Context: an optimization exercise on an open-source flow, tuned for small area. The choices shown serve that exercise and are no tape-out recipe.
Function was checked by simulation only, so behaviour that the tests miss may differ from the original.
Power figures rest on the tool's default switching activity, not on a simulated workload.

Setup of v6:
==> module data_memory_responder, before the edit <==
module data_memory_responder #(
  parameter logic [31:0] BASE_ADDR = 32'd1024,
  parameter int unsigned DEPTH     = 64,
  parameter int unsigned LATENCY   = 2     
) (
  input  logic        clk,
  input  logic        rst,
  input  logic        MEM_R_EN,
  input  logic        MEM_W_EN,
  input  logic [31:0] addr,
  input  logic [31:0] write_val,
  output logic [31:0] read_val,
  output logic        ready,
  output logic        err
);
  logic        s0, s1;
  logic [5:0]  rot;
  logic [1:0]  ck;           
  logic        cdone;        
  logic [5:0]  idx_q;
  logic        wr_q, rd_q;
  logic [31:0] buf_q;        
  logic        bad_q;        
  logic [31:0] rv_q;
  logic [63:0][31:0] ring;
  logic [63:0][31:0] ring_d;
  logic        idle;
  logic [31:0] off;
  logic        a_ok, live_wr, live_rd;
  logic [5:0]  widx, cur, wpos;
  logic        wr_ok, rd_ok;
  logic [31:0] wdat;
  logic [15:0] ps, psn;
  logic [63:0] rs;
  logic        hit, clr, bad, commit, take;
  logic [1:0]  dclr;
  logic [31:0] pa, pb, full, bk, rv_d;
  logic        hold, busy, ldw, ldr;
  assign idle    = ~s0 & ~s1;
  assign off     = addr - BASE_ADDR;
  assign a_ok    = (off[31:8] == 24'd0) && (off[1:0] == 2'd0);
  assign live_wr = MEM_W_EN & ~MEM_R_EN & a_ok;
  assign live_rd = MEM_R_EN & ~MEM_W_EN & a_ok;
  assign widx    = idle ? off[7:2] : idx_q;
  assign wr_ok   = idle ? live_wr : wr_q;
  assign rd_ok   = idle ? live_rd : rd_q;
  assign busy    = ~idle;
  assign cur     = widx + rot;
  assign wpos    = cur + 6'd1;
  assign clr     = ~cdone;
  always_comb begin
    for (int j = 0; j < 16; j++) begin
      ps[j]  = wr_ok && (wpos == 6'(4 * j));
      psn[j] = ~(ps[j] | clr);
    end
  end
  always_comb begin
    for (int p = 0; p < 64; p++)
      rs[p] = (cur == 6'(p));
  end
  assign hit  = |(rs & 64'h9249249249249249);
  assign dclr = ck + ~cur[1:0];
  assign bad  = hit & clr & (dclr >= ck);
  for (genvar k = 0; k < 64; k++) begin : g_pos
    if (k % 4 == 0) begin : g_w
      for (genvar b = 0; b < 32; b++) begin : g_b
        dmr_ao22 u_g (.a1(ps[k / 4]), .a2(wdat[b]), .b1(psn[k / 4]), .b2(ring[(k + 63) % 64][b]),
                      .y(ring_d[k][b]));
      end
    end else begin : g_t
      assign ring_d[k] = ring[k - 1];
    end
  end
  logic [31:0] t [8];
  for (genvar b = 0; b < 32; b++) begin : g_rd
    dmr_aoi222 u_0 (.a1(rs[0]), .a2(ring[0][b]), .b1(rs[3]), .b2(ring[3][b]), .c1(rs[6]), .c2(ring[6][b]), .y(t[0][b]));
    dmr_aoi222 u_1 (.a1(rs[9]), .a2(ring[9][b]), .b1(rs[12]), .b2(ring[12][b]), .c1(rs[15]), .c2(ring[15][b]), .y(t[1][b]));
    dmr_aoi222 u_2 (.a1(rs[18]), .a2(ring[18][b]), .b1(rs[21]), .b2(ring[21][b]), .c1(rs[24]), .c2(ring[24][b]), .y(t[2][b]));
    dmr_aoi222 u_3 (.a1(rs[27]), .a2(ring[27][b]), .b1(rs[30]), .b2(ring[30][b]), .c1(rs[33]), .c2(ring[33][b]), .y(t[3][b]));
    dmr_aoi222 u_4 (.a1(rs[36]), .a2(ring[36][b]), .b1(rs[39]), .b2(ring[39][b]), .c1(rs[42]), .c2(ring[42][b]), .y(t[4][b]));
    dmr_aoi222 u_5 (.a1(rs[45]), .a2(ring[45][b]), .b1(rs[48]), .b2(ring[48][b]), .c1(rs[51]), .c2(ring[51][b]), .y(t[5][b]));
    dmr_aoi222 u_6 (.a1(rs[54]), .a2(ring[54][b]), .b1(rs[57]), .b2(ring[57][b]), .c1(rs[60]), .c2(ring[60][b]), .y(t[6][b]));
    dmr_nand2 u_7 (.a(rs[63]), .b(ring[63][b]), .y(t[7][b]));
    dmr_nand4 u_pa (.a(t[0][b]), .b(t[1][b]), .c(t[2][b]), .d(t[3][b]), .y(pa[b]));
    dmr_nand4 u_pb (.a(t[4][b]), .b(t[5][b]), .c(t[6][b]), .d(t[7][b]), .y(pb[b]));
    dmr_ao22 u_bk (.a1(ldw), .a2(write_val[b]), .b1(busy), .b2(buf_q[b]), .y(bk[b]));
    dmr_a221o u_bd (.a1(ldr), .a2(pa[b]), .b1(ldr), .b2(pb[b]), .c1(bk[b]), .y(wdat[b]));
    dmr_or3 u_full (.a(pa[b]), .b(pb[b]), .c(buf_q[b]), .y(full[b]));
    dmr_ao22 u_rv (.a1(take), .a2(full[b]), .b1(hold), .b2(rv_q[b]), .y(rv_d[b]));
  end
  assign commit = s0 & s1 & rd_q;
  assign take   = commit & ~bad & ~bad_q;
  assign hold   = ~commit;
  assign ldw    = idle & MEM_W_EN;
  assign ldr    = idle ? ~MEM_W_EN : ~wr_q;
  always_ff @(posedge clk or posedge rst) begin
    if (rst) begin
      s0    <= 1'b0;
      s1    <= 1'b0;
      rot   <= 6'd0;
      ck    <= 2'd0;
      cdone <= 1'b0;
      rv_q  <= 32'd0;
    end else begin
      s0    <= ~s1 & (s0 | MEM_R_EN | MEM_W_EN);
      s1    <= s0;
      rot   <= rot + 6'd1;
      ck    <= ck + 2'd1;
      cdone <= cdone | (ck == 2'd3);
      rv_q  <= rv_d;
    end
  end
  always_ff @(posedge clk) begin
    idx_q <= widx;
    wr_q  <= wr_ok;
    rd_q  <= rd_ok;
    buf_q <= wdat;
    bad_q <= bad | (~idle & bad_q);
    ring  <= ring_d;
  end
  assign read_val = rv_q;
  assign ready    = s1 & ~s0;
  assign err      = ~(wr_q | rd_q);
endmodule
==> flow/config.mk <==
export PLATFORM = sky130hd
export DESIGN_NAME = data_memory_responder
export DESIGN_NICKNAME = data_memory_responder
export VERILOG_FILES = /design/flow/design.v
export SDC_FILE = /design/flow/constraint.sdc
export NUM_CORES = 4
export LEC_CHECK = 0
export CAP_MARGIN = 20
export CORE_MARGIN = 2
export CORE_UTILIZATION = 70
export CTS_BUF_LIST = sky130_fd_sc_hd__clkbuf_4
export CTS_CLUSTER_DIAMETER = 40
export CTS_CLUSTER_SIZE = 10
export PLACE_DENSITY = 0.8
export SLEW_MARGIN = 20
export SYNTH_HIERARCHICAL = 1
export SYNTH_MINIMUM_KEEP_SIZE = 0
==> flow/constraint.sdc <==
create_clock -name core_clock -period 10.0 [get_ports {clk}]
set_input_delay 2.0000 -clock core_clock [delete_from_list [all_inputs] [get_ports {clk}]]
set_output_delay 2.0000 -clock core_clock [all_outputs]
set_load 0.01 [all_outputs]
standard.sh (not shown) runs the stock make flow with config.mk's settings and CLKGATE_MAP_FILE= SYNTH_SCRIPT=/design/flow/synth_recipe.tcl, a recipe that flattens the netlist after the stock synthesis.
==> flow/flow/run.sh <==
#!/bin/bash
# The standard layout (standard.sh), with two changes: clock tree synthesis
# without dummy loads, and the smallest buffer on the ports.
set -euo pipefail
export CTS_ARGS="-sink_clustering_enable -repair_clock_nets -sink_clustering_size 10 -sink_clustering_max_diameter 40 -buf_list sky130_fd_sc_hd__clkbuf_4 -dont_use_dummy_load"
export BUFFER_PORTS_ARGS="-buffer_cell sky130_fd_sc_hd__buf_1"
bash standard.sh > standard.log 2>&1
Modified inputs, v7 compared to v6
-- flow/design.v --
<<< v6, line 28
  logic [31:0] off;
  logic        a_ok, live_wr, live_rd;
  logic [5:0]  widx, cur, wpos;
  logic        wr_ok, rd_ok;
  logic [31:0] wdat;
>>> v7, line 28
  logic [31:0] off;
  logic        a_ok, live_wr, live_rd;
  logic [5:0]  widx, cur;
  logic        wr_ok, rd_ok;
  logic [31:0] wdat;
<<< v6, line 47
  assign busy    = ~idle;
  assign cur     = widx + rot;
  assign wpos    = cur + 6'd1;
  assign clr     = ~cdone;
  always_comb begin
    for (int j = 0; j < 16; j++) begin
      ps[j]  = wr_ok && (wpos == 6'(4 * j));
      psn[j] = ~(ps[j] | clr);
    end
  end
  always_comb begin
    for (int p = 0; p < 64; p++)
      rs[p] = (cur == 6'(p));
  end
  assign hit  = |(rs & 64'h9249249249249249);
>>> v7, line 47
  assign busy    = ~idle;
  assign cur     = widx + rot;
  assign clr     = ~cdone;
  logic [5:0] curn;
  logic [7:0] dh, dl;
  for (genvar i = 0; i < 6; i++) begin : g_cn
    dmr_inv u_i (.a(cur[i]), .y(curn[i]));
  end
  for (genvar i = 0; i < 8; i++) begin : g_pd
    dmr_and3 u_h (.a(i[2] ? cur[5] : curn[5]), .b(i[1] ? cur[4] : curn[4]), .c(i[0] ? cur[3] : curn[3]),
                  .y(dh[i]));
    dmr_and3 u_l (.a(i[2] ? cur[2] : curn[2]), .b(i[1] ? cur[1] : curn[1]), .c(i[0] ? cur[0] : curn[0]),
                  .y(dl[i]));
  end
  for (genvar j = 0; j < 16; j++) begin : g_psd
    localparam int Q = (4 * j + 63) % 64;
    dmr_and3 u_p (.a(wr_ok), .b(dh[Q / 8]), .c(dl[Q % 8]), .y(ps[j]));
    dmr_nor2 u_n (.a(ps[j]), .b(clr), .y(psn[j]));
  end
  for (genvar p = 0; p < 64; p++) begin : g_rsd
    if (p % 3 == 0) begin : g_t
      dmr_and2 u_r (.a(dh[p / 8]), .b(dl[p % 8]), .y(rs[p]));
    end else begin : g_n
      assign rs[p] = 1'b0;
    end
  end
  assign hit  = |(rs & 64'h9249249249249249);
<<< v6, line 129
  assign y = ~(a & b & c & d);
endmodule
module dmr_nand2 (input logic a, input logic b, output logic y);
  assign y = ~(a & b);
>>> v7, line 141
  assign y = ~(a & b & c & d);
endmodule
module dmr_inv (input logic a, output logic y);
  assign y = ~a;
endmodule
module dmr_and2 (input logic a, input logic b, output logic y);
  assign y = a & b;
endmodule
module dmr_and3 (input logic a, input logic b, input logic c, output logic y);
  assign y = a & b & c;
endmodule
module dmr_nor2 (input logic a, input logic b, output logic y);
  assign y = ~(a | b);
endmodule
module dmr_nand2 (input logic a, input logic b, output logic y);
  assign y = ~(a & b);
[summary]
- The portion of the layout cell area used by non-clock buffers of v7 and that of v6 are within noise of each other.
- Maximum clock rate: higher on v6
- Of v7 and v6, it is v7 that has the lower power.
- Relative to v6, the combinational gate power measured on v7 has decreased by more than 10%.
- Setup slack of the most critical reg-to-reg path in v7 vs v6: down 0.36 ns
- Diff v6 -> v7: share of final-layout standard cells stronger than drive strength 1 decreased by 0.33 points relative to the old numbers, transition at the pin with the smallest max-transition slack decreased by 0.026 ns relative to the old numbers, depth of the critical timing path with buffers and inverters included increased by 3 relative to the old numbers.
- The number of distinct library cells after synthesis in v6 is 1.2 times that in v7.
- v7 against v6: non-clock buffer count lost 7, net count of the finished layout lost about 1%.

==> port drivers added, routing unchanged <==
How much do the figures lean on ideal ports? The routed layouts below were timed once more, with nothing changed but the port constraints. Step 1 sets driving cells, clkbuf_16 on the clock port and buf_2 on the other inputs (assumed; they add their load-dependent delay and slew). Step 2 also shifts input and output timing later by t, the mid clock arrival at the registers, as if the neighbouring blocks saw the same clock. a / b / c = no drivers / after step 1 / after step 2; a / b = the first two.
run	t, ns	setup slack, ns	worst register clock-pin slew, ns
v6	1.188	4.026 / 4.063 / 2.876	0.11 / 0.11
v7	1.148	3.721 / 3.721 / 2.980	0.11 / 0.11
After both steps setup and hold are still met in every run listed. The setup slack of v6, which loses most, moves by +0.037 ns with the drivers and by -1.150 ns with both steps.
